From an optimization exercise on the open Yosys and OpenROAD flow, aimed at a short achievable clock period and few clock cycles per item; shortcuts taken in it are not production practice.
Only simulation tests tie the RTL to the original design; equivalence was not proved.

==> design/flow/design.v <==
`default_nettype none
package tsvm_pkg;
  localparam int StackDepth = 16;
  localparam int DataWidth  = 32;
  localparam logic [3:0] KindPush   = 4'd0;
  localparam logic [3:0] KindIstore = 4'd1;
  localparam logic [3:0] KindPrint  = 4'd2;
  localparam logic [3:0] KindNot    = 4'd3;
  localparam logic [3:0] KindLt     = 4'd4;
  localparam logic [3:0] KindGt     = 4'd5;
  localparam logic [3:0] KindAdd    = 4'd6;
  localparam logic [3:0] KindSub    = 4'd7;
  localparam logic [3:0] KindMul    = 4'd8;
  localparam logic [3:0] KindDiv    = 4'd9;
  localparam logic [3:0] KindOr     = 4'd10;
  localparam logic [3:0] KindEq     = 4'd11;
  localparam logic [3:0] KindAnd    = 4'd12;
  localparam logic [1:0] StOk      = 2'd0;
  localparam logic [1:0] StUnder   = 2'd1;
  localparam logic [1:0] StOver    = 2'd2;
  localparam logic [1:0] StDivZero = 2'd3;
  localparam int DPush  = 0;    
  localparam int DIst   = 1;    
  localparam int DPrt   = 2;    
  localparam int DNot   = 3;    
  localparam int DBin   = 4;    
  localparam int DMul   = 5;    
  localparam int DDiv   = 6;    
  localparam int DAlu   = 7;    
  localparam int DRd0   = 8;    
  localparam int DSubl  = 9;    
  localparam int DSPush = 10;   
  localparam int DZero  = 11;   
  localparam int DecW   = 12;
endpackage
`default_nettype wire
`default_nettype none
import tsvm_pkg::*;
module tsvm_front (
  input  wire logic        clk_i,
  input  wire logic        rst_ni,
  input  wire logic        push_i,
  input  wire logic [3:0]  kind_i,
  input  wire logic [31:0] imm_i,
  output logic             full_o,
  output logic             iv_o,      
  output logic [3:0]       ik_o,      
  output logic [DecW-1:0]  idec_o,    
  output logic [31:0]      iim_o,
  input  wire logic        take_i     
);
  logic            jv_q, full_q;
  logic [3:0]      jk_q;
  logic [DecW-1:0] jdec_q;
  logic [31:0]     jim_q;
  logic            iv_q;
  logic [3:0]      ik_q;
  logic [DecW-1:0] idec_q;
  logic [31:0]     iim_q;
  logic            acc, known, head_free;
  logic [DecW-1:0] dec;
  assign known     = ~(kind_i[3] & kind_i[2] & (kind_i[1] | kind_i[0]));
  assign acc       = push_i & ~jv_q & known;
  assign head_free = ~iv_q | take_i;
  assign full_o    = full_q;
  assign iv_o      = iv_q;
  assign ik_o      = ik_q;
  assign idec_o    = idec_q;
  assign iim_o     = iim_q;
  always_comb begin
    dec = '0;
    dec[DPush] = (kind_i == KindPush);
    dec[DIst]  = (kind_i == KindIstore);
    dec[DPrt]  = (kind_i == KindPrint);
    dec[DNot]  = (kind_i == KindNot);
    dec[DBin]  = (kind_i >= KindLt) && (kind_i <= KindAnd);
    dec[DMul]  = (kind_i == KindMul);
    dec[DDiv]  = (kind_i == KindDiv);
    dec[DAlu]  = dec[DBin] & ~dec[DMul] & ~dec[DDiv];
    dec[DRd0]  = dec[DPrt] | dec[DNot] | dec[DBin];
    dec[DSubl] = (kind_i == KindSub) | (kind_i == KindLt) | (kind_i == KindGt);
    dec[DSPush] = dec[DPush] | dec[DIst];
    dec[DZero]  = ~|imm_i;
  end
  always_ff @(posedge clk_i or negedge rst_ni) begin
    if (!rst_ni) begin
      iv_q   <= 1'b0;
      jv_q   <= 1'b0;
      full_q <= 1'b0;
    end else begin
      if (head_free) begin
        iv_q <= jv_q | acc;
        jv_q <= 1'b0;
      end else if (acc) begin
        jv_q <= 1'b1;
      end
      if (head_free)                        full_q <= 1'b0;
      else if (push_i & ~full_q & known)    full_q <= 1'b1;
    end
  end
  always_ff @(posedge clk_i) begin
    if (!jv_q) begin
      jk_q   <= kind_i;
      jdec_q <= dec;
      jim_q  <= imm_i;
    end
    if (head_free) begin
      ik_q   <= jv_q ? jk_q   : kind_i;
      idec_q <= jv_q ? jdec_q : dec;
      iim_q  <= jv_q ? jim_q  : imm_i;
    end
  end
endmodule
`default_nettype wire
`default_nettype none
module tsvm_cmd_q (
  input  wire logic        clk_i,
  input  wire logic        rst_ni,
  input  wire logic        push_i,
  input  wire logic [31:0] value_i,
  input  wire logic [1:0]  status_i,
  output logic             full_o,
  input  wire logic        pop_i,
  output logic             empty_o,
  output logic [31:0]      value_o,
  output logic [1:0]       status_o
);
  logic        hv_q, kv_q, head_free, empty_q;
  logic [31:0] hval_q, kval_q;
  logic [1:0]  hst_q, kst_q;
  assign head_free = ~hv_q | pop_i;
  assign full_o    = kv_q;
  assign empty_o   = empty_q;
  assign value_o   = hval_q;
  assign status_o  = hst_q;
  always_ff @(posedge clk_i or negedge rst_ni) begin
    if (!rst_ni) begin
      hv_q    <= 1'b0;
      kv_q    <= 1'b0;
      empty_q <= 1'b1;
    end else begin
      if (empty_q | pop_i) empty_q <= ~(kv_q | push_i);
      if (head_free) begin
        hv_q <= kv_q | push_i;
        kv_q <= 1'b0;
      end else if (push_i) begin
        kv_q <= 1'b1;
      end
    end
  end
  always_ff @(posedge clk_i) begin
    if (!kv_q) begin
      kval_q <= value_i;
      kst_q  <= status_i;
    end
    if (head_free) begin
      hval_q <= kv_q ? kval_q : value_i;
      hst_q  <= kv_q ? kst_q  : status_i;
    end
  end
endmodule
`default_nettype wire
`default_nettype none
module tsvm_div (
  input  wire logic        clk_i,
  input  wire logic        rst_ni,
  input  wire logic        start_i,
  input  wire logic [31:0] dividend_i,
  input  wire logic [31:0] divisor_i,
  output logic             busy_o,
  output logic             done_o,
  output logic             done_next_o,
  output logic [31:0]      quotient_o
);
  localparam logic [2:0] DIdle = 3'd0, DLzc = 3'd1, DNorm = 3'd2, DIter = 3'd3,
                         DDone = 3'd4;
  logic [2:0]  st_q, st_d;
  logic        busy_q, done_q;
  logic [31:0] a_q, b_q;       
  logic        neg_q;
  logic [5:0]  za_q, zb_q;
  logic [31:0] rem_q, bs_q, quo_q, qm_q, res_q;
  logic [4:0]  cnt_q;
  logic [32:0] diff;
  logic [5:0]  nsh;
  logic        bit_q, zero_q;
  logic [31:0] quo_n, qm_n;
  function automatic logic [5:0] lzc32(input logic [31:0] x);
    lzc32 = 6'd32;
    for (int i = 0; i < 32; i++) begin
      if (x[i]) lzc32 = 6'(31 - i);
    end
  endfunction
  assign nsh    = zb_q - za_q;
  assign zero_q = (zb_q < za_q);     
  assign diff   = {1'b0, rem_q} - {1'b0, bs_q};
  assign bit_q  = ~diff[32];
  assign quo_n = bit_q ? {quo_q[30:0], 1'b1} : {quo_q[30:0], 1'b0};
  assign qm_n  = bit_q ? {quo_q[30:0], 1'b0} : {qm_q[30:0], 1'b1};
  always_comb begin
    case (st_q)
      DLzc:    st_d = DNorm;
      DNorm:   st_d = zero_q ? DDone : DIter;
      DIter:   st_d = (cnt_q == 5'd0) ? DDone : DIter;
      default: st_d = start_i ? DLzc : DIdle;
    endcase
  end
  assign busy_o      = busy_q;
  assign done_o      = done_q;
  assign done_next_o = (st_d == DDone);
  assign quotient_o  = res_q;
  always_ff @(posedge clk_i or negedge rst_ni) begin
    if (!rst_ni) begin
      st_q   <= DIdle;
      busy_q <= 1'b0;
      done_q <= 1'b0;
    end else begin
      st_q   <= st_d;
      busy_q <= (st_d == DLzc) || (st_d == DNorm) || (st_d == DIter);
      done_q <= (st_d == DDone);
    end
  end
  always_ff @(posedge clk_i) begin
    if (start_i) begin
      a_q   <= dividend_i[31] ? (~dividend_i + 1'b1) : dividend_i;
      b_q   <= divisor_i[31]  ? (~divisor_i + 1'b1)  : divisor_i;
      neg_q <= dividend_i[31] ^ divisor_i[31];
    end
    case (st_q)
      DLzc: begin
        za_q <= lzc32(a_q);
        zb_q <= lzc32(b_q);
      end
      DNorm: begin
        rem_q <= a_q;
        bs_q  <= b_q << nsh[4:0];
        cnt_q <= nsh[4:0];
        quo_q <= '0;
        qm_q  <= '1;
        res_q <= '0;
      end
      DIter: begin
        if (bit_q) rem_q <= diff[31:0];
        quo_q <= quo_n;
        qm_q  <= qm_n;
        bs_q  <= {1'b0, bs_q[31:1]};
        cnt_q <= cnt_q - 1'b1;
        res_q <= neg_q ? ~qm_n : quo_n;
      end
      default: ;
    endcase
  end
endmodule
`default_nettype wire
`default_nettype none
import tsvm_pkg::*;
module tsvm_back (
  input  wire logic        clk_i,
  input  wire logic        rst_ni,
  input  wire logic        iv_i,
  input  wire logic [3:0]  ik_i,
  input  wire logic [DecW-1:0] idec_i,
  input  wire logic [31:0] iim_i,
  output logic             take_o,
  input  wire logic        rq_full_i,
  output logic             rq_push_o,
  output logic [31:0]      rq_value_o,
  output logic [1:0]       rq_status_o
);
  localparam int D = StackDepth;
  logic [D-1:0][31:0] sd_q, sd_d;    
  logic [D-1:0]       spm_q, spm_d;  
  logic [D-1:0]       spd_q, spd_d;  
  logic [D-1:0][31:0] rd_q, rd_d;    
  logic [D-1:0]       rpm_q, rpm_d;
  logic [D-1:0]       rpd_q, rpd_d;
  logic [D:0]         oc_q, rc_q;    
  logic [D-1:0]       sovd_q, rovd_q;    
  logic               sovm0_q;           
  logic [1:0]         rovm_q;            
  logic is_push, is_ist, is_prt, is_not, is_bin, is_mul, is_div, is_alu, is_rd0;
  assign is_push = idec_i[DPush];
  assign is_ist  = idec_i[DIst];
  assign is_prt  = idec_i[DPrt];
  assign is_not  = idec_i[DNot];
  assign is_bin  = idec_i[DBin];
  assign is_mul  = idec_i[DMul];
  assign is_div  = idec_i[DDiv];
  assign is_alu  = idec_i[DAlu];
  assign is_rd0  = idec_i[DRd0];
  logic oc0, oc_lt2, oc_full, rc0, rc_full;
  assign oc0     = oc_q[0];
  assign oc_lt2  = oc_q[0] | oc_q[1];
  assign oc_full = oc_q[D];
  assign rc0     = rc_q[0];
  assign rc_full = rc_q[D];
  logic z0_q, z0v_q, z0_d, z0v_d;
  logic s0_pend, s1_pend;
  assign s0_pend = spm_q[0] | spd_q[0];
  assign s1_pend = spm_q[1] | spd_q[1];
  logic        alu_done_q, mul_done, div_done, div_done_next, div_busy, mul_busy;
  logic [31:0] alu_res, mul_res, div_res;
  logic       stall, go, err;
  logic [1:0] err_st;
  always_comb begin
    stall = ~iv_i | rq_full_i
          | (is_rd0 & s0_pend)
          | (is_bin & s1_pend)
          | (is_div & (div_busy | ~z0v_q))
          | (is_mul & mul_busy);
    go = ~stall;
    err    = 1'b0;
    err_st = StOk;
    if (is_push) begin
      if (oc_full) begin err = 1'b1; err_st = StOver; end
    end else if (is_ist) begin
      if (rc0) begin err = 1'b1; err_st = StUnder; end
      else if (oc_full) begin err = 1'b1; err_st = StOver; end
    end else if (is_prt | is_not) begin
      if (oc0) begin err = 1'b1; err_st = StUnder; end
    end else begin
      if (oc_lt2) begin err = 1'b1; err_st = StUnder; end
      else if (rc_full) begin err = 1'b1; err_st = StOver; end
      else if (is_div & z0_q) begin err = 1'b1; err_st = StDivZero; end
    end
  end
  logic s_push, s_pop1, s_pop2, s_repl, r_push, r_pop;
  assign s_push = go & ((is_push & ~oc_full) | (is_ist & ~rc0 & ~oc_full));
  assign s_pop1 = go & is_prt & ~oc0;
  assign s_pop2 = go & is_bin & ~oc_lt2 & ~rc_full & ~(is_div & z0_q);
  assign s_repl = go & is_not & ~oc0;
  assign r_push = s_pop2;
  assign r_pop  = go & is_ist & ~rc0 & ~oc_full;
  assign take_o      = go;
  assign rq_push_o   = go & (err | is_prt);
  assign rq_value_o  = (is_prt & ~oc0) ? sd_q[0] : 32'd0;
  assign rq_status_o = err_st;
  logic [31:0] al_q, ar_q;       
  logic        acin_q, aeq_q, abl_q, abr_q;
  logic [3:0]  aop_q;
  logic        sub_like;
  assign sub_like = idec_i[DSubl];
  always_ff @(posedge clk_i) begin
    al_q   <= sd_q[1];
    ar_q   <= sub_like ? ~sd_q[0] : sd_q[0];
    acin_q <= sub_like;
    aeq_q  <= (sd_q[1] == sd_q[0]);
    abl_q  <= |sd_q[1];
    abr_q  <= |sd_q[0];
    aop_q  <= ik_i;
  end
  logic [32:0] asum_x;
  logic [31:0] asum;
  logic        alt, abit;
  assign asum_x = {al_q, 1'b1} + {ar_q, acin_q};
  assign asum   = asum_x[32:1];
  assign alt  = (al_q[31] ^ ~ar_q[31]) ? al_q[31] : asum[31];
  always_comb begin
    case (aop_q)
      KindLt:  abit = alt;
      KindGt:  abit = ~alt & ~aeq_q;
      KindOr:  abit = abl_q | abr_q;
      KindEq:  abit = abl_q == abr_q;
      default: abit = abl_q & abr_q;
    endcase
  end
  assign alu_res = ((aop_q == KindAdd) | (aop_q == KindSub)) ? asum : {31'd0, abit};
  always_ff @(posedge clk_i or negedge rst_ni) begin
    if (!rst_ni) alu_done_q <= 1'b0;
    else         alu_done_q <= s_pop2 & is_alu;
  end
  tsvm_mul u_mul (
    .clk_i   (clk_i),
    .rst_ni  (rst_ni),
    .start_i (s_pop2 & is_mul),
    .a_i     (sd_q[1]),
    .b_i     (sd_q[0]),
    .busy_o  (mul_busy),
    .done_o  (mul_done),
    .p_o     (mul_res)
  );
  tsvm_div u_div (
    .clk_i       (clk_i),
    .rst_ni      (rst_ni),
    .start_i     (s_pop2 & is_div),
    .dividend_i  (sd_q[1]),
    .divisor_i   (sd_q[0]),
    .busy_o      (div_busy),
    .done_o      (div_done),
    .done_next_o (div_done_next),
    .quotient_o  (div_res)
  );
  logic [D-1:0][31:0] csd, crd;
  logic [D-1:0]       cspm, cspd, crpm, crpd;
  always_comb begin
    for (int i = 0; i < D; i++) begin
      csd[i]  = sovd_q[i] ? div_res : sd_q[i];
      cspd[i] = spd_q[i] & ~div_done;
      cspm[i] = spm_q[i];
      crd[i]  = rovd_q[i] ? div_res : rd_q[i];
      crpd[i] = rpd_q[i] & ~div_done;
      crpm[i] = rpm_q[i];
    end
    if (sovm0_q) csd[0] = mul_res;
    cspm[0] = spm_q[0] & ~mul_done;
    for (int i = 0; i < 2; i++) begin
      if (rovm_q[i]) crd[i] = mul_res;
      crpm[i] = rpm_q[i] & ~mul_done;
    end
    if (alu_done_q) crd[0] = alu_res;
  end
  logic [31:0] s_new;
  logic        s_new_pm, s_new_pd;
  always_comb begin
    if (is_ist) begin
      s_new    = crd[0];
      s_new_pm = crpm[0];
      s_new_pd = crpd[0];
    end else if (is_not) begin
      s_new    = {31'd0, ~|sd_q[0]};
      s_new_pm = 1'b0;
      s_new_pd = 1'b0;
    end else begin
      s_new    = iim_i;
      s_new_pm = 1'b0;
      s_new_pd = 1'b0;
    end
  end
  always_comb begin
    for (int i = 0; i < D; i++) begin
      sd_d[i]  = csd[i];
      spm_d[i] = cspm[i];
      spd_d[i] = cspd[i];
      if (s_push) begin
        if (i == 0) begin
          sd_d[i] = s_new; spm_d[i] = s_new_pm; spd_d[i] = s_new_pd;
        end else begin
          sd_d[i] = csd[i-1]; spm_d[i] = cspm[i-1]; spd_d[i] = cspd[i-1];
        end
      end else if (s_repl) begin
        if (i == 0) begin
          sd_d[i] = s_new; spm_d[i] = 1'b0; spd_d[i] = 1'b0;
        end
      end else if (s_pop1) begin
        if (i < D-1) begin
          sd_d[i] = csd[i+1]; spm_d[i] = cspm[i+1]; spd_d[i] = cspd[i+1];
        end else begin
          spm_d[i] = 1'b0; spd_d[i] = 1'b0;
        end
      end else if (s_pop2) begin
        if (i < D-2) begin
          sd_d[i] = csd[i+2]; spm_d[i] = cspm[i+2]; spd_d[i] = cspd[i+2];
        end else begin
          spm_d[i] = 1'b0; spd_d[i] = 1'b0;
        end
      end
      rd_d[i]  = crd[i];
      rpm_d[i] = crpm[i];
      rpd_d[i] = crpd[i];
      if (r_push) begin
        if (i == 0) begin
          rd_d[i] = 32'd0; rpm_d[i] = is_mul; rpd_d[i] = is_div;
        end else begin
          rd_d[i] = crd[i-1]; rpm_d[i] = crpm[i-1]; rpd_d[i] = crpd[i-1];
        end
      end else if (r_pop) begin
        if (i < D-1) begin
          rd_d[i] = crd[i+1]; rpm_d[i] = crpm[i+1]; rpd_d[i] = crpd[i+1];
        end else begin
          rpm_d[i] = 1'b0; rpd_d[i] = 1'b0;
        end
      end
    end
  end
  always_comb begin
    if (s_push) begin
      if (is_ist) begin
        z0_d  = ~|rd_q[0];
        z0v_d = ~(alu_done_q | rpm_q[0] | rpd_q[0]);
      end else begin
        z0_d  = idec_i[DZero];
        z0v_d = 1'b1;
      end
    end else if (s_pop1) begin
      z0_d  = ~|sd_q[1];
      z0v_d = ~(spm_q[1] | spd_q[1]);
    end else if (s_pop2) begin
      z0_d  = ~|sd_q[2];
      z0v_d = ~(spm_q[2] | spd_q[2]);
    end else if (s_repl) begin
      z0_d  = |sd_q[0];
      z0v_d = 1'b1;
    end else begin
      z0_d  = ~|sd_q[0];
      z0v_d = ~(spm_q[0] | spd_q[0]);
    end
  end
  always_ff @(posedge clk_i) begin
    sd_q <= sd_d;
    rd_q <= rd_d;
    z0_q <= z0_d;
  end
  always_ff @(posedge clk_i or negedge rst_ni) begin
    if (!rst_ni) begin
      spm_q   <= '0;
      spd_q   <= '0;
      rpm_q   <= '0;
      rpd_q   <= '0;
      sovd_q  <= '0;
      rovd_q  <= '0;
      sovm0_q <= 1'b0;
      rovm_q  <= '0;
      z0v_q   <= 1'b0;
      oc_q    <= {{D{1'b0}}, 1'b1};
      rc_q    <= {{D{1'b0}}, 1'b1};
    end else begin
      spm_q   <= spm_d;
      spd_q   <= spd_d;
      rpm_q   <= rpm_d;
      rpd_q   <= rpd_d;
      sovd_q  <= spd_d & {D{div_done_next}};
      rovd_q  <= rpd_d & {D{div_done_next}};
      sovm0_q <= spm_d[0] & mul_busy;
      rovm_q  <= rpm_d[1:0] & {2{mul_busy}};
      z0v_q   <= z0v_d;
      if (s_push)      oc_q <= {oc_q[D-1:0], 1'b0};
      else if (s_pop1) oc_q <= {1'b0, oc_q[D:1]};
      else if (s_pop2) oc_q <= {2'b00, oc_q[D:2]};
      if (r_push)      rc_q <= {rc_q[D-1:0], 1'b0};
      else if (r_pop)  rc_q <= {1'b0, rc_q[D:1]};
    end
  end
endmodule
`default_nettype wire
`default_nettype none
module tsvm_mul (
  input  wire logic        clk_i,
  input  wire logic        rst_ni,
  input  wire logic        start_i,
  input  wire logic [31:0] a_i,
  input  wire logic [31:0] b_i,
  output logic             busy_o,
  output logic             done_o,
  output logic [31:0]      p_o
);
  logic [7:0][31:0] r1_q;
  logic [31:0]      s_q, c_q;
  logic             v1_q, v2_q;
  always_ff @(posedge clk_i or negedge rst_ni) begin
    if (!rst_ni) begin
      v1_q <= 1'b0;
      v2_q <= 1'b0;
    end else begin
      v1_q <= start_i;
      v2_q <= v1_q;
    end
  end
  function automatic logic [63:0] csa(input logic [31:0] x, input logic [31:0] y,
                                      input logic [31:0] z);
    logic [31:0] s, c;
    s = x ^ y ^ z;
    c = (x & y) | (x & z) | (y & z);
    csa = {c[30:0], 1'b0, s};
  endfunction
  logic [16:0][31:0] pp;
  logic [32:0] bx;
  assign bx = {b_i, 1'b0};
  always_comb begin
    pp[16] = '0;
    for (int j = 0; j < 16; j++) begin
      logic [2:0]  t;
      logic        neg, one, two;
      logic [31:0] m;
      t   = bx[2*j +: 3];
      neg = t[2] & ~(t[1] & t[0]);
      one = t[1] ^ t[0];
      two = (t == 3'b011) | (t == 3'b100);
      m   = one ? a_i : (two ? {a_i[30:0], 1'b0} : 32'd0);
      pp[j] = (m ^ {32{neg}}) << (2*j);
      pp[16][2*j] = neg;
    end
  end
  logic [11:0][31:0] l1;
  logic [7:0][31:0]  l2;
  logic [5:0][31:0]  l3;
  logic [3:0][31:0]  l4;
  logic [2:0][31:0]  l5;
  logic [1:0][31:0]  l6;
  always_comb begin
    for (int g = 0; g < 5; g++) {l1[2*g+1], l1[2*g]} = csa(pp[3*g], pp[3*g+1], pp[3*g+2]);
    l1[10] = pp[15];
    l1[11] = pp[16];
    for (int g = 0; g < 4; g++) {l2[2*g+1], l2[2*g]} = csa(l1[3*g], l1[3*g+1], l1[3*g+2]);
  end
  always_comb begin
    for (int g = 0; g < 2; g++) {l3[2*g+1], l3[2*g]} = csa(r1_q[3*g], r1_q[3*g+1], r1_q[3*g+2]);
    l3[4] = r1_q[6];
    l3[5] = r1_q[7];
    for (int g = 0; g < 2; g++) {l4[2*g+1], l4[2*g]} = csa(l3[3*g], l3[3*g+1], l3[3*g+2]);
    {l5[1], l5[0]} = csa(l4[0], l4[1], l4[2]);
    l5[2] = l4[3];
    {l6[1], l6[0]} = csa(l5[0], l5[1], l5[2]);
  end
  always_ff @(posedge clk_i) begin
    r1_q <= l2;
    s_q  <= l6[0];
    c_q  <= l6[1];
  end
  assign busy_o = v1_q;
  assign done_o = v2_q;
  assign p_o    = s_q + c_q;
endmodule
`default_nettype wire
`default_nettype none
module two_stack_integer_vm (
  input  wire logic               clk_i,
  input  wire logic               rst_ni,
  input  wire logic               push,
  output logic                    full,
  input  wire logic [3:0]         kind_i,
  input  wire logic signed [31:0] immediate_i,
  output logic                    empty,
  input  wire logic               pop,
  output logic signed [31:0]      value_o,
  output logic [1:0]              status_o
);
  logic        iv, take;
  logic [3:0]  ik;
  logic [tsvm_pkg::DecW-1:0] idec;
  logic [31:0] iim;
  logic        rq_full, rq_push;
  logic [31:0] rq_value, res_value;
  logic [1:0]  rq_status;
  tsvm_front u_front (
    .clk_i  (clk_i),
    .rst_ni (rst_ni),
    .push_i (push),
    .kind_i (kind_i),
    .imm_i  (immediate_i),
    .full_o (full),
    .iv_o   (iv),
    .ik_o   (ik),
    .idec_o (idec),
    .iim_o  (iim),
    .take_i (take)
  );
  tsvm_back u_back (
    .clk_i       (clk_i),
    .rst_ni      (rst_ni),
    .iv_i        (iv),
    .ik_i        (ik),
    .idec_i      (idec),
    .iim_i       (iim),
    .take_o      (take),
    .rq_full_i   (rq_full),
    .rq_push_o   (rq_push),
    .rq_value_o  (rq_value),
    .rq_status_o (rq_status)
  );
  tsvm_cmd_q u_res_q (
    .clk_i    (clk_i),
    .rst_ni   (rst_ni),
    .push_i   (rq_push),
    .value_i  (rq_value),
    .status_i (rq_status),
    .full_o   (rq_full),
    .pop_i    (pop),
    .empty_o  (empty),
    .value_o  (res_value),
    .status_o (status_o)
  );
  assign value_o = $signed(res_value);
endmodule
`default_nettype wire
==> design/flow/flow/run.sh <==
#!/bin/bash
set -euo pipefail
export SETUP_SLACK_MARGIN=7.0
bash standard.sh > standard.log 2>&1
==> design/flow/standard.sh <==
#!/bin/bash
# synth_recipe.tcl (not shown) runs the flow's synth.tcl, then flattens the netlist and writes it again
# the make line also repeats each setting of config.mk as NAME=value (left out here)
make -C /OpenROAD-flow-scripts/flow DESIGN_CONFIG=/design/flow/config.mk WORK_HOME=/design/flow/orfs CLKGATE_MAP_FILE= SYNTH_SCRIPT=/design/flow/synth_recipe.tcl "${@:-finish}"
==> design/flow/config.mk <==
export PLATFORM = sky130hd
export DESIGN_NAME = two_stack_integer_vm
export DESIGN_NICKNAME = two_stack_integer_vm
export VERILOG_FILES = /design/flow/design.v
export SDC_FILE = /design/flow/constraint.sdc
export NUM_CORES = 4
export LEC_CHECK = 0
export ABC_AREA = 0
export ABC_CLOCK_PERIOD_IN_PS = 1200
export CAP_MARGIN = 20
export CORE_MARGIN = 2
export CORE_UTILIZATION = 40
export SLEW_MARGIN = 20
export TNS_END_PERCENT = 100
==> design/flow/constraint.sdc <==
create_clock -name core_clock -period 10.0 [get_ports {clk_i}]
set_input_delay 2.0000 -clock core_clock [delete_from_list [all_inputs] [get_ports {clk_i}]]
set_output_delay 2.0000 -clock core_clock [all_outputs]
set_load 0.01 [all_outputs]
==> results of run 1 <==
[cell families (layout without fill, tap and decap cells)]
kind of cell,count (synthesis),in the layout,synth area share (%)
compound gates,3402,3402,21.07
xor+xnor,443,444,3.685
fa+ha+maj,409,409,6.307
buf+inv,1484,1436,5.373
flops,1852,1852,38.96
mux,956,956,9.466
other cells,0,13,0
simple gates,3745,3766,15.13
[sequential cells by signal (all words and copies together) (netlist names), 32 cells and up]
| signal | flops |
|---|---|
| u_back.sd_q | 512 |
| u_back.u_mul.r1_q | 147 |
| u_back.al_q | 32 |
| u_back.u_mul.s_q | 32 |
| u_res_q.hval_q | 32 |
| u_front.iim_q | 32 |
| u_back.u_div.rem_q | 32 |
| u_res_q.kval_q | 32 |
| u_back.ar_q | 32 |
| u_back.u_div.b_q | 32 |
| u_back.u_div.a_q | 32 |
| u_back.rd_q | 512 |
| u_back.u_div.bs_q | 32 |
| u_front.jim_q | 32 |
[how the worst max path moves through the flow]
stage                         from                to  slack [ns]  cells after the start
global placement      u_res_q.kv_q  u_back.sd_q[317]        4.85                     12
CTS                  u_back.acin_q    u_back.sd_q[0]        6.08                     20
global route         u_back.acin_q    u_back.sd_q[0]        5.87                     21
floorplan           u_back.al_q[0]    u_back.sd_q[0]        6.65                     20
detailed placement    u_res_q.kv_q  u_back.sd_q[214]        4.73                     12
finish               u_back.acin_q    u_back.sd_q[0]        6.11                     21
[final cells by class]
class	instances	share of cell area, %
inverters	264	0.9208
repair buffers	786	7.736
clock inverters	70	0.6621
clock buffers	314	4.839
diodes	13	0.02558
well taps	3515	3.458
repair inverters	2	0.01279
flip-flops and latches	1852	32.34
multi-input cells	8977	50.00
[cells in the final DEF (no fill, tap or decap), types with 51 or more instances in the layout]
cell type                   netlist  layout
sky130_fd_sc_hd__nand2_1       1492    1457
sky130_fd_sc_hd__dfxtp_1       1384    1352
sky130_fd_sc_hd__nor2_1        1363    1325
sky130_fd_sc_hd__a21oi_1       1133    1056
sky130_fd_sc_hd__mux2i_1        746     670
sky130_fd_sc_hd__buf_4            1     420
sky130_fd_sc_hd__o21ai_0        470     397
sky130_fd_sc_hd__edfxtp_1       320     320
sky130_fd_sc_hd__nor3_1         326     317
sky130_fd_sc_hd__o22ai_1        296     290
sky130_fd_sc_hd__a311oi_1       299     280
sky130_fd_sc_hd__xnor2_1        307     263
sky130_fd_sc_hd__a211oi_1       282     251
sky130_fd_sc_hd__clkbuf_16        0     239
sky130_fd_sc_hd__inv_1          254     213
sky130_fd_sc_hd__mux2_2         198     197
sky130_fd_sc_hd__fa_1           203     165
sky130_fd_sc_hd__a22oi_1        206     160
sky130_fd_sc_hd__ha_1           206     148
sky130_fd_sc_hd__or3_1          140     128
sky130_fd_sc_hd__o31ai_1        131     123
sky130_fd_sc_hd__xor2_1         136     123
sky130_fd_sc_hd__dfrtp_1        145     120
sky130_fd_sc_hd__o221a_2         92      92
sky130_fd_sc_hd__buf_12           0      81
sky130_fd_sc_hd__and3_1          82      80
sky130_fd_sc_hd__buf_6            1      77
sky130_fd_sc_hd__a21o_1          72      71
sky130_fd_sc_hd__a31oi_1         73      63
sky130_fd_sc_hd__buf_16           0      62
sky130_fd_sc_hd__o221ai_1        67      61
sky130_fd_sc_hd__nor2b_1         74      58
sky130_fd_sc_hd__mux2i_4          0      54
sky130_fd_sc_hd__clkbuf_8         0      54
sky130_fd_sc_hd__clkbuf_1      1056      52
sky130_fd_sc_hd__a21oi_2          0      51
[routing by layer]
| metal | global-route usage (%) | wire length (um) | vias up |
|---|---|---|---|
| li1 | - | - | 43660 |
| met1 | 39.85 | 173000 | 48430 |
| met2 | 44.71 | 183300 | 5780 |
| met3 | 7.066 | 43310 | 1372 |
| met4 | 17.72 | 30290 | 22 |
| met5 | 0 | 147 | - |
[repair_timing]
item,in CTS,in global routing
pin swaps,204,210
buffers inserted,247,142
cloned,82,36
setup endpoints to repair,1561,1288
gates resized for setup,994,479
[worst register-to-register path: cells and delay by family, from the launching register on]
kind / cells / cell delay [ns]
buffers and inverters: 2 / 0.23
DFF: 1 / 0.34
adders and majority gates: 2 / 0.62
and+or+nand+nor: 3 / 0.31
AOI/OAI and AO/OA: 14 / 2.33
==> impl_summary.log, run 1 <==
[metrics] Crit Path Max Fanout: 3
[metrics] part of the Yosys area used for sequential elements: 38.96%
[metrics] GP Congestion: 1.014
[metrics] run status: complete, no violations
[metrics] Starting Density: 40.18%
[metrics] type of element capturing the critical path: flop
[metrics] minimum clock period: 3.887 ns
[metrics] register area: approximately 40000 sq um
[metrics] mean post-synth cell area: 8.567 sq um
[metrics] classification of the worst-slack hold path: reg2reg
[metrics] cell area reported after detailed placement: between 100000 and 150000 sq um
[metrics] first-pass iteration count of the detailed router: 7
[metrics] fraction of layout instances using a drive strength above 1: roughly 18%
[metrics] area of combinational cells with multiple inputs: 63590 sq um
[metrics] maxcap violations: 0
[metrics] number of global-route vias before repair: 91470
[metrics] horizontal die dimension: 517.1 um
[metrics] die area: 267400 sq um
[metrics] die boundary height: 517.1 um
[metrics] number of DRC violations after detailed-routing iteration 0: 13020
[metrics] htree depth: 4
[metrics] cts-stage hold buffer count: 0
[metrics] post-detailed-route DRC marker count: 0
[metrics] delay of the slowest cell on the worst path: 0.41 ns
[metrics] number of synthesized flops with an enable pin: 320
[metrics] data required time of the worst path: 10.80 ns
[metrics] prevailing post-synth register cell: sky130_fd_sc_hd__dfxtp_1
[metrics] antenna violation net count after detailed routing: 0
[metrics] setup repair after global routing missed its margin: yes
[metrics] CP Launch Type: flop
[metrics] final global-route overflow total: 0
[metrics] area delta synth->final: 20.79%
[metrics] master of the slowest instance on the critical path: sky130_fd_sc_hd__fa_2
[metrics] total nets after synthesis: 12740
[metrics] Relative slew margins: 21.62%
[metrics] flop2flop setup slack: about 6 ns
[metrics] Post-synth ARST share: 7.991%
[metrics] Least-Margin Pin Slew: 1.176 ns
[metrics] CTS tree: built
[metrics] Worst Setup Path Type: reg2reg
[metrics] via count of the routed design: 99260
[metrics] clk buf depth: 3
[metrics] final wirelength: 430.1 mm
[metrics] top cells by instance count after synthesis: sky130_fd_sc_hd__nand2_1 (1492), sky130_fd_sc_hd__dfxtp_1 (1384), sky130_fd_sc_hd__nor2_1 (1363)
[metrics] end of the worst register-to-register path: u_back.sd_q[0]
[metrics] total buffers and inverters traversed by the critical path: 2
[metrics] worst hold-check slack: between 0.3 and 0.4 ns
[metrics] Final Cell Area: 127200 sq um
[metrics] library cell appearing most often on the critical path: sky130_fd_sc_hd__a21o_1
[metrics] largest net degree at the start of global routing: between 100 and 150
[metrics] clock transition at the registers of the reported paths: roughly 0.060 ns
[metrics] launch instance of the worst register-to-register path: u_back.acin_q
[metrics] final number of hold-violating endpoints: 0
[metrics] share of the clock period used by the worst path: 38.87%
[metrics] post-synthesis cell area: between 100000 and 150000 sq um
[metrics] kind of cell with the highest combined delay on the critical path: compound AO/OA/AOI/OAI gates
[metrics] terminating pin of the worst hold path: u_back.aop_q[0]
[metrics] count of state elements after synthesis: 1852
[metrics] number of cells produced by synthesis: 12290
[metrics] library cell with the highest instance count after synthesis: sky130_fd_sc_hd__nand2_1
[metrics] Worst-Skew Late Latency: 0.90 ns
[metrics] wire length of the first global-routing pass: 617.7 mm
[metrics] start point of the worst hold path: u_front.ik_q[0]
[metrics] largest cells by area after synthesis: sky130_fd_sc_hd__dfxtp_1 (26%), sky130_fd_sc_hd__edfxtp_1 (9.1%), sky130_fd_sc_hd__mux2i_1 (7.1%), sky130_fd_sc_hd__a21oi_1 (5.4%), sky130_fd_sc_hd__nand2_1 (5.3%)
[metrics] chain of cells forming the critical path: inv_2 > fa_2 > nor2b_4 > o31ai_4 > a21o_1 > a2111oi_4 > buf_4 > o31ai_4 > a2111o_1 > nand2_1 > a21o_1 > a21o_1 > fa_2 > nand3b_1 > o211ai_1 > o21ai_1 > o211ai_1 > o21ai_2 > a21oi_2 > o21ai_4 > o21ai_1
[metrics] count of pins on the block boundary: 76
[metrics] routed length per placed instance: between 20 and 30 um
[metrics] routed via count divided by cell count: 6.285
[metrics] R2R depth: 21
[metrics] Core Box Area: 262000 sq um
[metrics] number of clock buffers inserted by TritonCTS: 206
[metrics] global-route total usage across every layer: 30.14%
[metrics] Detailed Place HPWL: between 200 and 250 mm
[metrics] fill count: 24130
[metrics] library cells used by synthesis: 86
[metrics] Synth Warn #: 5
[metrics] endpoints failing setup: 0
[metrics] Clock Root Buffer: sky130_fd_sc_hd__clkbuf_16
[metrics] post-route setup TNS: 0 ns
[metrics] maximum clock skew at final layout: roughly 0.062 ns
[metrics] worst setup slack before clock tree synthesis: 4.728 ns
[metrics] Final Util: 48.54%
[metrics] number of standard cells in the layout, taps in and fillers out: 15790
[metrics] proportion of netlist area held by the largest area contributor: a little over a quarter
[metrics] standard-cell rows: approximately 190
[metrics] Worst Slack Setup Final: a little over 6 ns
[metrics] endpoint arrival time on the critical path: approximately 4.7 ns
[metrics] library cell with the largest summed area after synthesis: sky130_fd_sc_hd__dfxtp_1
[metrics] number of antenna violations at the first check in global routing: 21
[metrics] max frequency: roughly 260 MHz
[metrics] clock sinks: 1852
[metrics] number of nets at the end of the flow: 12540
[metrics] count of port buffers added during placement: 75
[metrics] post-placement cell count: 14890
[metrics] worst hold path stage count: 0
[metrics] max-slew violation count: 0
Testbench counts, summed over its fixed seeds: cycles 20,776, items 20,000.
==> run 2, diff against run 1 <==
--- a/design/flow/design.v
+++ b/design/flow/design.v
@@ -94,8 +94,7 @@
       end else if (acc) begin
         jv_q <= 1'b1;
       end
-      if (head_free)                        full_q <= 1'b0;
-      else if (push_i & ~full_q & known)    full_q <= 1'b1;
+      full_q <= ~head_free & (full_q | (push_i & known));
     end
   end
   always_ff @(posedge clk_i) begin
@@ -125,21 +124,21 @@
   output logic [31:0]      value_o,
   output logic [1:0]       status_o
 );
-  logic        hv_q, kv_q, head_free, empty_q;
+  logic        hv_q, kv_q, head_free, nempty_q;
   logic [31:0] hval_q, kval_q;
   logic [1:0]  hst_q, kst_q;
   assign head_free = ~hv_q | pop_i;
   assign full_o    = kv_q;
-  assign empty_o   = empty_q;
+  assign empty_o   = ~nempty_q;
   assign value_o   = hval_q;
   assign status_o  = hst_q;
   always_ff @(posedge clk_i or negedge rst_ni) begin
     if (!rst_ni) begin
       hv_q    <= 1'b0;
       kv_q    <= 1'b0;
-      empty_q <= 1'b1;
+      nempty_q <= 1'b0;
     end else begin
-      if (empty_q | pop_i) empty_q <= ~(kv_q | push_i);
+      nempty_q <= (~nempty_q | pop_i) ? (kv_q | push_i) : 1'b1;
       if (head_free) begin
         hv_q <= kv_q | push_i;
         kv_q <= 1'b0;
@@ -153,10 +152,8 @@
       kval_q <= value_i;
       kst_q  <= status_i;
     end
-    if (head_free) begin
-      hval_q <= kv_q ? kval_q : value_i;
-      hst_q  <= kv_q ? kst_q  : status_i;
-    end
+    hval_q <= ({32{head_free}} & (kv_q ? kval_q : value_i)) | ({32{~head_free}} & hval_q);
+    hst_q  <= ({2{head_free}}  & (kv_q ? kst_q  : status_i)) | ({2{~head_free}}  & hst_q);
   end
 endmodule
 `default_nettype wire
@@ -165,6 +162,7 @@
   input  wire logic        clk_i,
   input  wire logic        rst_ni,
   input  wire logic        start_i,
+  input  wire logic        abort_i,    
   input  wire logic [31:0] dividend_i,
   input  wire logic [31:0] divisor_i,
   output logic             busy_o,
@@ -179,7 +177,7 @@
   logic [31:0] a_q, b_q;       
   logic        neg_q;
   logic [5:0]  za_q, zb_q;
-  logic [31:0] rem_q, bs_q, quo_q, qm_q, res_q;
+  logic [31:0] rem_q, bs_q, quo_q, qm_q;
   logic [4:0]  cnt_q;
   logic [32:0] diff;
   logic [5:0]  nsh;
@@ -204,11 +202,12 @@
       DIter:   st_d = (cnt_q == 5'd0) ? DDone : DIter;
       default: st_d = start_i ? DLzc : DIdle;
     endcase
+    if (abort_i) st_d = DIdle;
   end
   assign busy_o      = busy_q;
   assign done_o      = done_q;
   assign done_next_o = (st_d == DDone);
-  assign quotient_o  = res_q;
+  assign quotient_o  = neg_q ? ~qm_q : quo_q;
   always_ff @(posedge clk_i or negedge rst_ni) begin
     if (!rst_ni) begin
       st_q   <= DIdle;
@@ -220,35 +219,28 @@
       done_q <= (st_d == DDone);
     end
   end
+  logic in_norm, in_iter, in_keep;
+  logic [31:0] rem_it;
+  assign in_norm = (st_q == DNorm);
+  assign in_iter = (st_q == DIter);
+  assign in_keep = ~in_norm & ~in_iter;
+  assign rem_it  = bit_q ? diff[31:0] : rem_q;
   always_ff @(posedge clk_i) begin
     if (start_i) begin
       a_q   <= dividend_i[31] ? (~dividend_i + 1'b1) : dividend_i;
       b_q   <= divisor_i[31]  ? (~divisor_i + 1'b1)  : divisor_i;
       neg_q <= dividend_i[31] ^ divisor_i[31];
     end
-    case (st_q)
-      DLzc: begin
-        za_q <= lzc32(a_q);
-        zb_q <= lzc32(b_q);
-      end
-      DNorm: begin
-        rem_q <= a_q;
-        bs_q  <= b_q << nsh[4:0];
-        cnt_q <= nsh[4:0];
-        quo_q <= '0;
-        qm_q  <= '1;
-        res_q <= '0;
-      end
-      DIter: begin
-        if (bit_q) rem_q <= diff[31:0];
-        quo_q <= quo_n;
-        qm_q  <= qm_n;
-        bs_q  <= {1'b0, bs_q[31:1]};
-        cnt_q <= cnt_q - 1'b1;
-        res_q <= neg_q ? ~qm_n : quo_n;
-      end
-      default: ;
-    endcase
+    if (st_q == DLzc) begin
+      za_q <= lzc32(a_q);
+      zb_q <= lzc32(b_q);
+    end
+    rem_q <= ({32{in_norm}} & a_q) | ({32{in_iter}} & rem_it) | ({32{in_keep}} & rem_q);
+    bs_q  <= ({32{in_norm}} & (b_q << nsh[4:0])) | ({32{in_iter}} & {1'b0, bs_q[31:1]})
+           | ({32{in_keep}} & bs_q);
+    cnt_q <= ({5{in_norm}} & nsh[4:0]) | ({5{in_iter}} & (cnt_q - 1'b1)) | ({5{in_keep}} & cnt_q);
+    quo_q <= ({32{in_iter}} & quo_n) | ({32{in_keep}} & quo_q);
+    qm_q  <= {32{in_norm}} | ({32{in_iter}} & qm_n) | ({32{in_keep}} & qm_q);
   end
 endmodule
 `default_nettype wire
@@ -294,7 +286,7 @@
   assign oc_full = oc_q[D];
   assign rc0     = rc_q[0];
   assign rc_full = rc_q[D];
-  logic z0_q, z0v_q, z0_d, z0v_d;
+  logic dz_q;    
   logic s0_pend, s1_pend;
   assign s0_pend = spm_q[0] | spd_q[0];
   assign s1_pend = spm_q[1] | spd_q[1];
@@ -303,10 +295,10 @@
   logic       stall, go, err;
   logic [1:0] err_st;
   always_comb begin
-    stall = ~iv_i | rq_full_i
+    stall = ~iv_i | rq_full_i | dz_q
           | (is_rd0 & s0_pend)
           | (is_bin & s1_pend)
-          | (is_div & (div_busy | ~z0v_q))
+          | (is_div & div_busy)
           | (is_mul & mul_busy);
     go = ~stall;
     err    = 1'b0;
@@ -321,39 +313,44 @@
     end else begin
       if (oc_lt2) begin err = 1'b1; err_st = StUnder; end
       else if (rc_full) begin err = 1'b1; err_st = StOver; end
-      else if (is_div & z0_q) begin err = 1'b1; err_st = StDivZero; end
     end
   end
   logic s_push, s_pop1, s_pop2, s_repl, r_push, r_pop;
   assign s_push = go & ((is_push & ~oc_full) | (is_ist & ~rc0 & ~oc_full));
   assign s_pop1 = go & is_prt & ~oc0;
-  assign s_pop2 = go & is_bin & ~oc_lt2 & ~rc_full & ~(is_div & z0_q);
+  assign s_pop2 = go & is_bin & ~oc_lt2 & ~rc_full;
   assign s_repl = go & is_not & ~oc0;
   assign r_push = s_pop2;
-  assign r_pop  = go & is_ist & ~rc0 & ~oc_full;
+  assign r_pop  = (go & is_ist & ~rc0 & ~oc_full) | dz_q;
   assign take_o      = go;
-  assign rq_push_o   = go & (err | is_prt);
-  assign rq_value_o  = (is_prt & ~oc0) ? sd_q[0] : 32'd0;
-  assign rq_status_o = err_st;
+  assign rq_push_o   = (go & (err | is_prt)) | dz_q;
+  assign rq_value_o  = (is_prt & ~oc0 & ~dz_q) ? sd_q[0] : 32'd0;
+  assign rq_status_o = dz_q ? StDivZero : err_st;
   logic [31:0] al_q, ar_q;       
-  logic        acin_q, aeq_q, abl_q, abr_q;
+  logic        acin_q, ac16_q, aeq_q, abl_q, abr_q;
   logic [3:0]  aop_q;
   logic        sub_like;
   assign sub_like = idec_i[DSubl];
+  logic [31:0] ar_d;
+  logic [16:0] alo_d;
+  assign ar_d  = sub_like ? ~sd_q[0] : sd_q[0];
+  assign alo_d = {1'b0, sd_q[1][15:0]} + {1'b0, ar_d[15:0]} + {16'd0, sub_like};
   always_ff @(posedge clk_i) begin
     al_q   <= sd_q[1];
-    ar_q   <= sub_like ? ~sd_q[0] : sd_q[0];
+    ar_q   <= ar_d;
     acin_q <= sub_like;
+    ac16_q <= alo_d[16];    
     aeq_q  <= (sd_q[1] == sd_q[0]);
     abl_q  <= |sd_q[1];
     abr_q  <= |sd_q[0];
     aop_q  <= ik_i;
   end
-  logic [32:0] asum_x;
+  logic [16:0] asum_lo, asum_hi;
   logic [31:0] asum;
   logic        alt, abit;
-  assign asum_x = {al_q, 1'b1} + {ar_q, acin_q};
-  assign asum   = asum_x[32:1];
+  assign asum_lo = {al_q[15:0], 1'b1}  + {ar_q[15:0], acin_q};
+  assign asum_hi = {al_q[31:16], 1'b1} + {ar_q[31:16], ac16_q};
+  assign asum    = {asum_hi[16:1], asum_lo[16:1]};
   assign alt  = (al_q[31] ^ ~ar_q[31]) ? al_q[31] : asum[31];
   always_comb begin
     case (aop_q)
@@ -383,6 +380,7 @@
     .clk_i       (clk_i),
     .rst_ni      (rst_ni),
     .start_i     (s_pop2 & is_div),
+    .abort_i     (dz_q),
     .dividend_i  (sd_q[1]),
     .divisor_i   (sd_q[0]),
     .busy_o      (div_busy),
@@ -401,13 +399,8 @@
       crpd[i] = rpd_q[i] & ~div_done;
       crpm[i] = rpm_q[i];
     end
-    if (sovm0_q) csd[0] = mul_res;
     cspm[0] = spm_q[0] & ~mul_done;
-    for (int i = 0; i < 2; i++) begin
-      if (rovm_q[i]) crd[i] = mul_res;
-      crpm[i] = rpm_q[i] & ~mul_done;
-    end
-    if (alu_done_q) crd[0] = alu_res;
+    for (int i = 0; i < 2; i++) crpm[i] = rpm_q[i] & ~mul_done;
   end
   logic [31:0] s_new;
   logic        s_new_pm, s_new_pd;
@@ -471,34 +464,40 @@
         end
       end
     end
-  end
-  always_comb begin
-    if (s_push) begin
-      if (is_ist) begin
-        z0_d  = ~|rd_q[0];
-        z0v_d = ~(alu_done_q | rpm_q[0] | rpd_q[0]);
-      end else begin
-        z0_d  = idec_i[DZero];
-        z0v_d = 1'b1;
+    if (dz_q) begin
+      for (int i = 0; i < D; i++) begin
+        if (i == 0) begin
+          sd_d[i] = ar_q; spm_d[i] = 1'b0; spd_d[i] = 1'b0;
+        end else if (i == 1) begin
+          sd_d[i] = al_q; spm_d[i] = 1'b0; spd_d[i] = 1'b0;
+        end else begin
+          sd_d[i] = csd[i-2]; spm_d[i] = cspm[i-2]; spd_d[i] = cspd[i-2];
+        end
       end
-    end else if (s_pop1) begin
-      z0_d  = ~|sd_q[1];
-      z0v_d = ~(spm_q[1] | spd_q[1]);
-    end else if (s_pop2) begin
-      z0_d  = ~|sd_q[2];
-      z0v_d = ~(spm_q[2] | spd_q[2]);
-    end else if (s_repl) begin
-      z0_d  = |sd_q[0];
-      z0v_d = 1'b1;
-    end else begin
-      z0_d  = ~|sd_q[0];
-      z0v_d = ~(spm_q[0] | spd_q[0]);
+    end
+    if (rovm_q[0]) begin
+      if (r_pop)       sd_d[0] = mul_res;
+      else if (r_push) rd_d[1] = mul_res;
+      else             rd_d[0] = mul_res;
+    end
+    if (rovm_q[1]) begin
+      if (r_pop)       rd_d[0] = mul_res;
+      else if (r_push) rd_d[2] = mul_res;
+      else             rd_d[1] = mul_res;
+    end
+    if (sovm0_q) begin
+      if (s_push)      sd_d[1] = mul_res;
+      else             sd_d[0] = mul_res;
+    end
+    if (alu_done_q) begin
+      if (r_pop)       sd_d[0] = alu_res;
+      else if (r_push) rd_d[1] = alu_res;
+      else             rd_d[0] = alu_res;
     end
   end
   always_ff @(posedge clk_i) begin
     sd_q <= sd_d;
     rd_q <= rd_d;
-    z0_q <= z0_d;
   end
   always_ff @(posedge clk_i or negedge rst_ni) begin
     if (!rst_ni) begin
@@ -510,7 +509,7 @@
       rovd_q  <= '0;
       sovm0_q <= 1'b0;
       rovm_q  <= '0;
-      z0v_q   <= 1'b0;
+      dz_q    <= 1'b0;
       oc_q    <= {{D{1'b0}}, 1'b1};
       rc_q    <= {{D{1'b0}}, 1'b1};
     end else begin
@@ -522,8 +521,9 @@
       rovd_q  <= rpd_d & {D{div_done_next}};
       sovm0_q <= spm_d[0] & mul_busy;
       rovm_q  <= rpm_d[1:0] & {2{mul_busy}};
-      z0v_q   <= z0v_d;
-      if (s_push)      oc_q <= {oc_q[D-1:0], 1'b0};
+      dz_q    <= s_pop2 & is_div & ~|sd_q[0];
+      if (dz_q)        oc_q <= {oc_q[D-2:0], 2'b00};
+      else if (s_push) oc_q <= {oc_q[D-1:0], 1'b0};
       else if (s_pop1) oc_q <= {1'b0, oc_q[D:1]};
       else if (s_pop2) oc_q <= {2'b00, oc_q[D:2]};
       if (r_push)      rc_q <= {rc_q[D-1:0], 1'b0};
==> run 2 against run 1 <==
Synthesized area increased by 5.0%. First-iteration DRC count increased by 20%. Register-to-register slack improved by 0.46 ns. Critical path type is now reg2out. Critical endpoint is now value_o[16]. Largest cell class unchanged.
==> impl_summary.log, run 2 <==
[metrics] run status: complete, no violations
[metrics] total buffers and inverters traversed by the critical path: 1
[metrics] worst hold path stage count: 0
[metrics] number of clock buffers inserted by TritonCTS: 213
[metrics] proportion of netlist area held by the largest area contributor: 27.45%
[metrics] classification of the worst-slack hold path: reg2reg
[metrics] clock transition at the registers of the reported paths: 0.06 ns
[metrics] setup repair after global routing missed its margin: yes
[metrics] flop2flop setup slack: 6.57 ns
[metrics] number of DRC violations after detailed-routing iteration 0: 15620
[metrics] library cell with the largest summed area after synthesis: sky130_fd_sc_hd__dfxtp_1
[metrics] minimum clock period: 3.474 ns
[metrics] largest net degree at the start of global routing: 215
[metrics] number of standard cells in the layout, taps in and fillers out: 17240
[metrics] library cell with the highest instance count after synthesis: sky130_fd_sc_hd__nand2_1
[metrics] CTS tree: built
[metrics] fraction of layout instances using a drive strength above 1: 15.04%
[metrics] count of state elements after synthesis: around 1800
[metrics] post-placement cell count: 16350
[metrics] post-route setup TNS: 0 ns
[metrics] biggest regs: u_back.rd_q (512), u_back.sd_q (512), u_back.u_mul.r1_q (147)
[metrics] Relative slew margins: 14.32%
[metrics] library cells used by synthesis: between 90 and 100
[metrics] clock sinks: 1821
[metrics] launch instance of the worst register-to-register path: u_back.ac16_q
[metrics] number of cells produced by synthesis: 13690
[metrics] terminating pin of the worst hold path: u_back.aop_q[0]
[metrics] register area: 38930 sq um
[metrics] part of the Yosys area used for sequential elements: 35.07%
[metrics] Worst-Skew Late Latency: 0.95 ns
[metrics] final global-route overflow total: 0
[metrics] endpoints failing setup: 0
[metrics] Least-Margin Pin Slew: 1.285 ns
[metrics] routed via count divided by cell count: ~6.4
[metrics] post-synthesis cell area: 110600 sq um
[metrics] Final Cell Area: 132400 sq um
[metrics] horizontal die dimension: between 500 and 600 um
[metrics] number of global-route vias before repair: 99490
[metrics] die area: between 200000 and 300000 sq um
[metrics] area of combinational cells with multiple inputs: 70120 sq um
[metrics] worst setup slack before clock tree synthesis: roughly 4.7 ns
[metrics] final wirelength: 461.9 mm
[metrics] die boundary height: 529.7 um
[metrics] clk buf depth: 4
[metrics] number of antenna violations at the first check in global routing: 30
[metrics] Crit Path Max Fanout: 1
[metrics] maxcap violations: 0
[metrics] most frequent cells in the layout: sky130_fd_sc_hd__nand2_1 (2361), sky130_fd_sc_hd__a21oi_1 (1719), sky130_fd_sc_hd__dfxtp_1 (1473)
[metrics] Post-synth ARST share: 8.127%
[metrics] count of pins on the block boundary: 76
[metrics] global-route total usage across every layer: 30.22%
[metrics] Synth Warn #: 5
[metrics] type of element capturing the critical path: primary output
[metrics] prevailing post-synth register cell: sky130_fd_sc_hd__dfxtp_1
[metrics] area delta synth->final: 19.73%
[metrics] post-detailed-route DRC marker count: 0
[metrics] standard-cell rows: 193
[metrics] Worst Slack Setup Final: about 6.5 ns
[metrics] mean post-synth cell area: 8.077 sq um
[metrics] largest cells by area after synthesis: sky130_fd_sc_hd__dfxtp_1 (27%), sky130_fd_sc_hd__mux2i_1 (9.7%), sky130_fd_sc_hd__a21oi_1 (8.3%), sky130_fd_sc_hd__nand2_1 (8.1%), sky130_fd_sc_hd__edfxtp_1 (4.3%)
[metrics] delay of the slowest cell on the worst path: 0.42 ns
[metrics] final number of hold-violating endpoints: 0
[metrics] top cells by instance count after synthesis: sky130_fd_sc_hd__nand2_1 (2395), sky130_fd_sc_hd__a21oi_1 (1832), sky130_fd_sc_hd__dfxtp_1 (1516)
[metrics] antenna violation net count after detailed routing: 0
[metrics] share of the clock period used by the worst path: 34.74%
[metrics] fill count: between 20000 and 30000
[metrics] cell area reported after detailed placement: 113600 sq um
[metrics] Detailed Place HPWL: 247.2 mm
[metrics] R2R depth: 18
[metrics] routed length per placed instance: 26.80 um
[metrics] most common cell after layout, fill and taps aside: sky130_fd_sc_hd__nand2_1
[metrics] data required time of the worst path: 8.00 ns
[metrics] Worst Setup Path Type: reg2out
[metrics] maximum clock skew at final layout: 0.08885 ns
[metrics] Core Box Area: 275800 sq um
[metrics] total nets after synthesis: roughly 14000
[metrics] Starting Density: 40.09%
[metrics] first-pass iteration count of the detailed router: 12
[metrics] max frequency: 287.9 MHz
[metrics] endpoint arrival time on the critical path: between 1 and 1.5 ns
[metrics] GP Congestion: between 0.9 and 1
[metrics] Clock Root Buffer: sky130_fd_sc_hd__clkbuf_16
[metrics] max-slew violation count: 0
[metrics] end of the worst register-to-register path: u_back.sd_q[0]
[metrics] CP Launch Type: flop
[metrics] via count of the routed design: approximately 110k
[metrics] master of the slowest instance on the critical path: sky130_fd_sc_hd__edfxtp_1
[metrics] count of port buffers added during placement: between 70 and 80
[metrics] htree depth: 4
[metrics] kind of cell with the highest combined delay on the critical path: flip-flops
[metrics] number of synthesized flops with an enable pin: between 150 and 200
[metrics] chain of cells forming the critical path: buf_6
[metrics] wire length of the first global-routing pass: 655.4 mm
[metrics] start point of the worst hold path: u_front.ik_q[0]
[metrics] number of nets at the end of the flow: 13820
-- run 2: changes by cell type after synthesis, moves of 144 or more --
cell and delta:
sky130_fd_sc_hd__o21ai_1 +285, sky130_fd_sc_hd__nor3_1 -190, sky130_fd_sc_hd__a311oi_1 -237, sky130_fd_sc_hd__mux2i_1 +322
sky130_fd_sc_hd__a211oi_1 +144, sky130_fd_sc_hd__nand2_1 +903, sky130_fd_sc_hd__nor2_1 -851, sky130_fd_sc_hd__a21oi_1 +699
sky130_fd_sc_hd__edfxtp_1 -163, sky130_fd_sc_hd__o211ai_1 +152, sky130_fd_sc_hd__nand3_1 +333
-- run 2: cell families (layout without fill, tap and decap cells) --
| logic type | count (synthesis) | after routing | share of synthesized area, % |
|---|---|---|---|
| AOI/OAI and AO/OA | 4424 | 4428 | 24.24 |
| xor gates and xnor gates | 436 | 436 | 3.454 |
| adders and majority gates | 424 | 424 | 6.184 |
| buffers and inverters | 1638 | 1444 | 5.612 |
| DFF | 1821 | 1821 | 35.07 |
| muxes | 1224 | 1225 | 11.39 |
| other | 0 | 13 | 0 |
| and+or+nand+nor | 3721 | 3739 | 14.05 |
-- run 2: worst max-delay path by stage --
stage                          from  depth (start not counted)  slack [ns]                     end
global placement       u_res_q.kv_q                         11        4.65         u_back.sd_q[58]
floorplan           u_back.sd_q[18]                         15        6.85  u_back.u_mul.r1_q[159]
global route          u_back.ac16_q                         18        6.43          u_back.sd_q[0]
detailed placement     u_res_q.kv_q                         11        4.67         u_back.sd_q[58]
finish                         flop                          1        6.53             value_o[16]
CTS                   u_back.ac16_q                         18        6.45          u_back.sd_q[0]
-- run 2: area by class of cell --
| class | instances | share of cell area [%] |
|---|---|---|
| flip-flops and latches | 1821 | 29.41 |
| clock buffers | 305 | 4.691 |
| repair inverters | 1 | 0.003781 |
| repair buffers | 800 | 7.913 |
| diodes | 13 | 0.02458 |
| multi-input cells | 10250 | 52.98 |
| inverters | 262 | 0.8309 |
| clock inverters | 76 | 0.6485 |
| well taps | 3705 | 3.502 |
-- run 2: per-stage QoR --
step	util, %	hold slack [ns]
3_3_place_gp	41.19	0.3243
6_report	48.00	0.3352
4_1_cts	46.28	0.3328
2_1_floorplan	-	0.3233
5_1_grt	47.99	0.3368
3_5_place_dp	41.20	0.3311
-- run 2: worst reg2reg max path: cells and delay by family, from the launching register on --
family          cells  cell delay [ns]
compound gates     13             1.84
fa+ha+maj           2             0.86
flops               1             0.34
simple gates        3             0.29
-- run 2: layer usage --
metal | GRT usage (%) | up-vias | share of wire, % | routed length (um)
met5 | 0.3077 | - | 0.030 | 139
met4 | 18.46 | 18 | 7.2 | 33190
met3 | 8.944 | 1690 | 12 | 56440
met2 | 44.03 | 6766 | 42 | 192000
met1 | 39.11 | 52790 | 39 | 180100
li1 | - | 48390 | - | -
-- run 2: what timing repair did --
action                     in CTS  in global routing
cloned                         75                 48
hold buffers                    0                  0
setup endpoints to repair    1491               1226
pin swaps                     159                247
buffers inserted              224                146
resized for setup             874                547
Testbench counts of run 2, summed over its fixed seeds: cycles 20,779, items 20,000.

[static timing again, ports no longer ideal]
In the flow no input, the clock included, has a driving cell. The finished layouts below were timed again as built, in two steps.
Step 1: set_driving_cell puts a clkbuf_16 on clk_i and a buf_2 on each other input, an assumption about the parent block.
Step 2, shift: input delay + t, output delay - t, t = (earliest + latest rising clock arrival at the registers) / 2. This alone moves slack from input paths to output paths.
Three values: ideal, step 1, step 2; two values: the first two.
run	t, ns	setup WS [ns]	hold slack, ns	latest minus earliest clock arrival (ns)	worst register clock-pin slew, ns
run 1	0.961	6.113 / 6.113 / 6.113	0.340 / 0.340 / 0.340	0.062 / 0.062	0.07 / 0.07
run 2	1.008	6.526 / 6.419 / 6.306	0.335 / 0.335 / 0.335	0.090 / 0.090	0.07 / 0.07
After both steps every run listed still meets setup and hold. The setup slack of run 2, which loses most, moves by -0.107 ns with the drivers and by -0.220 ns with both steps.
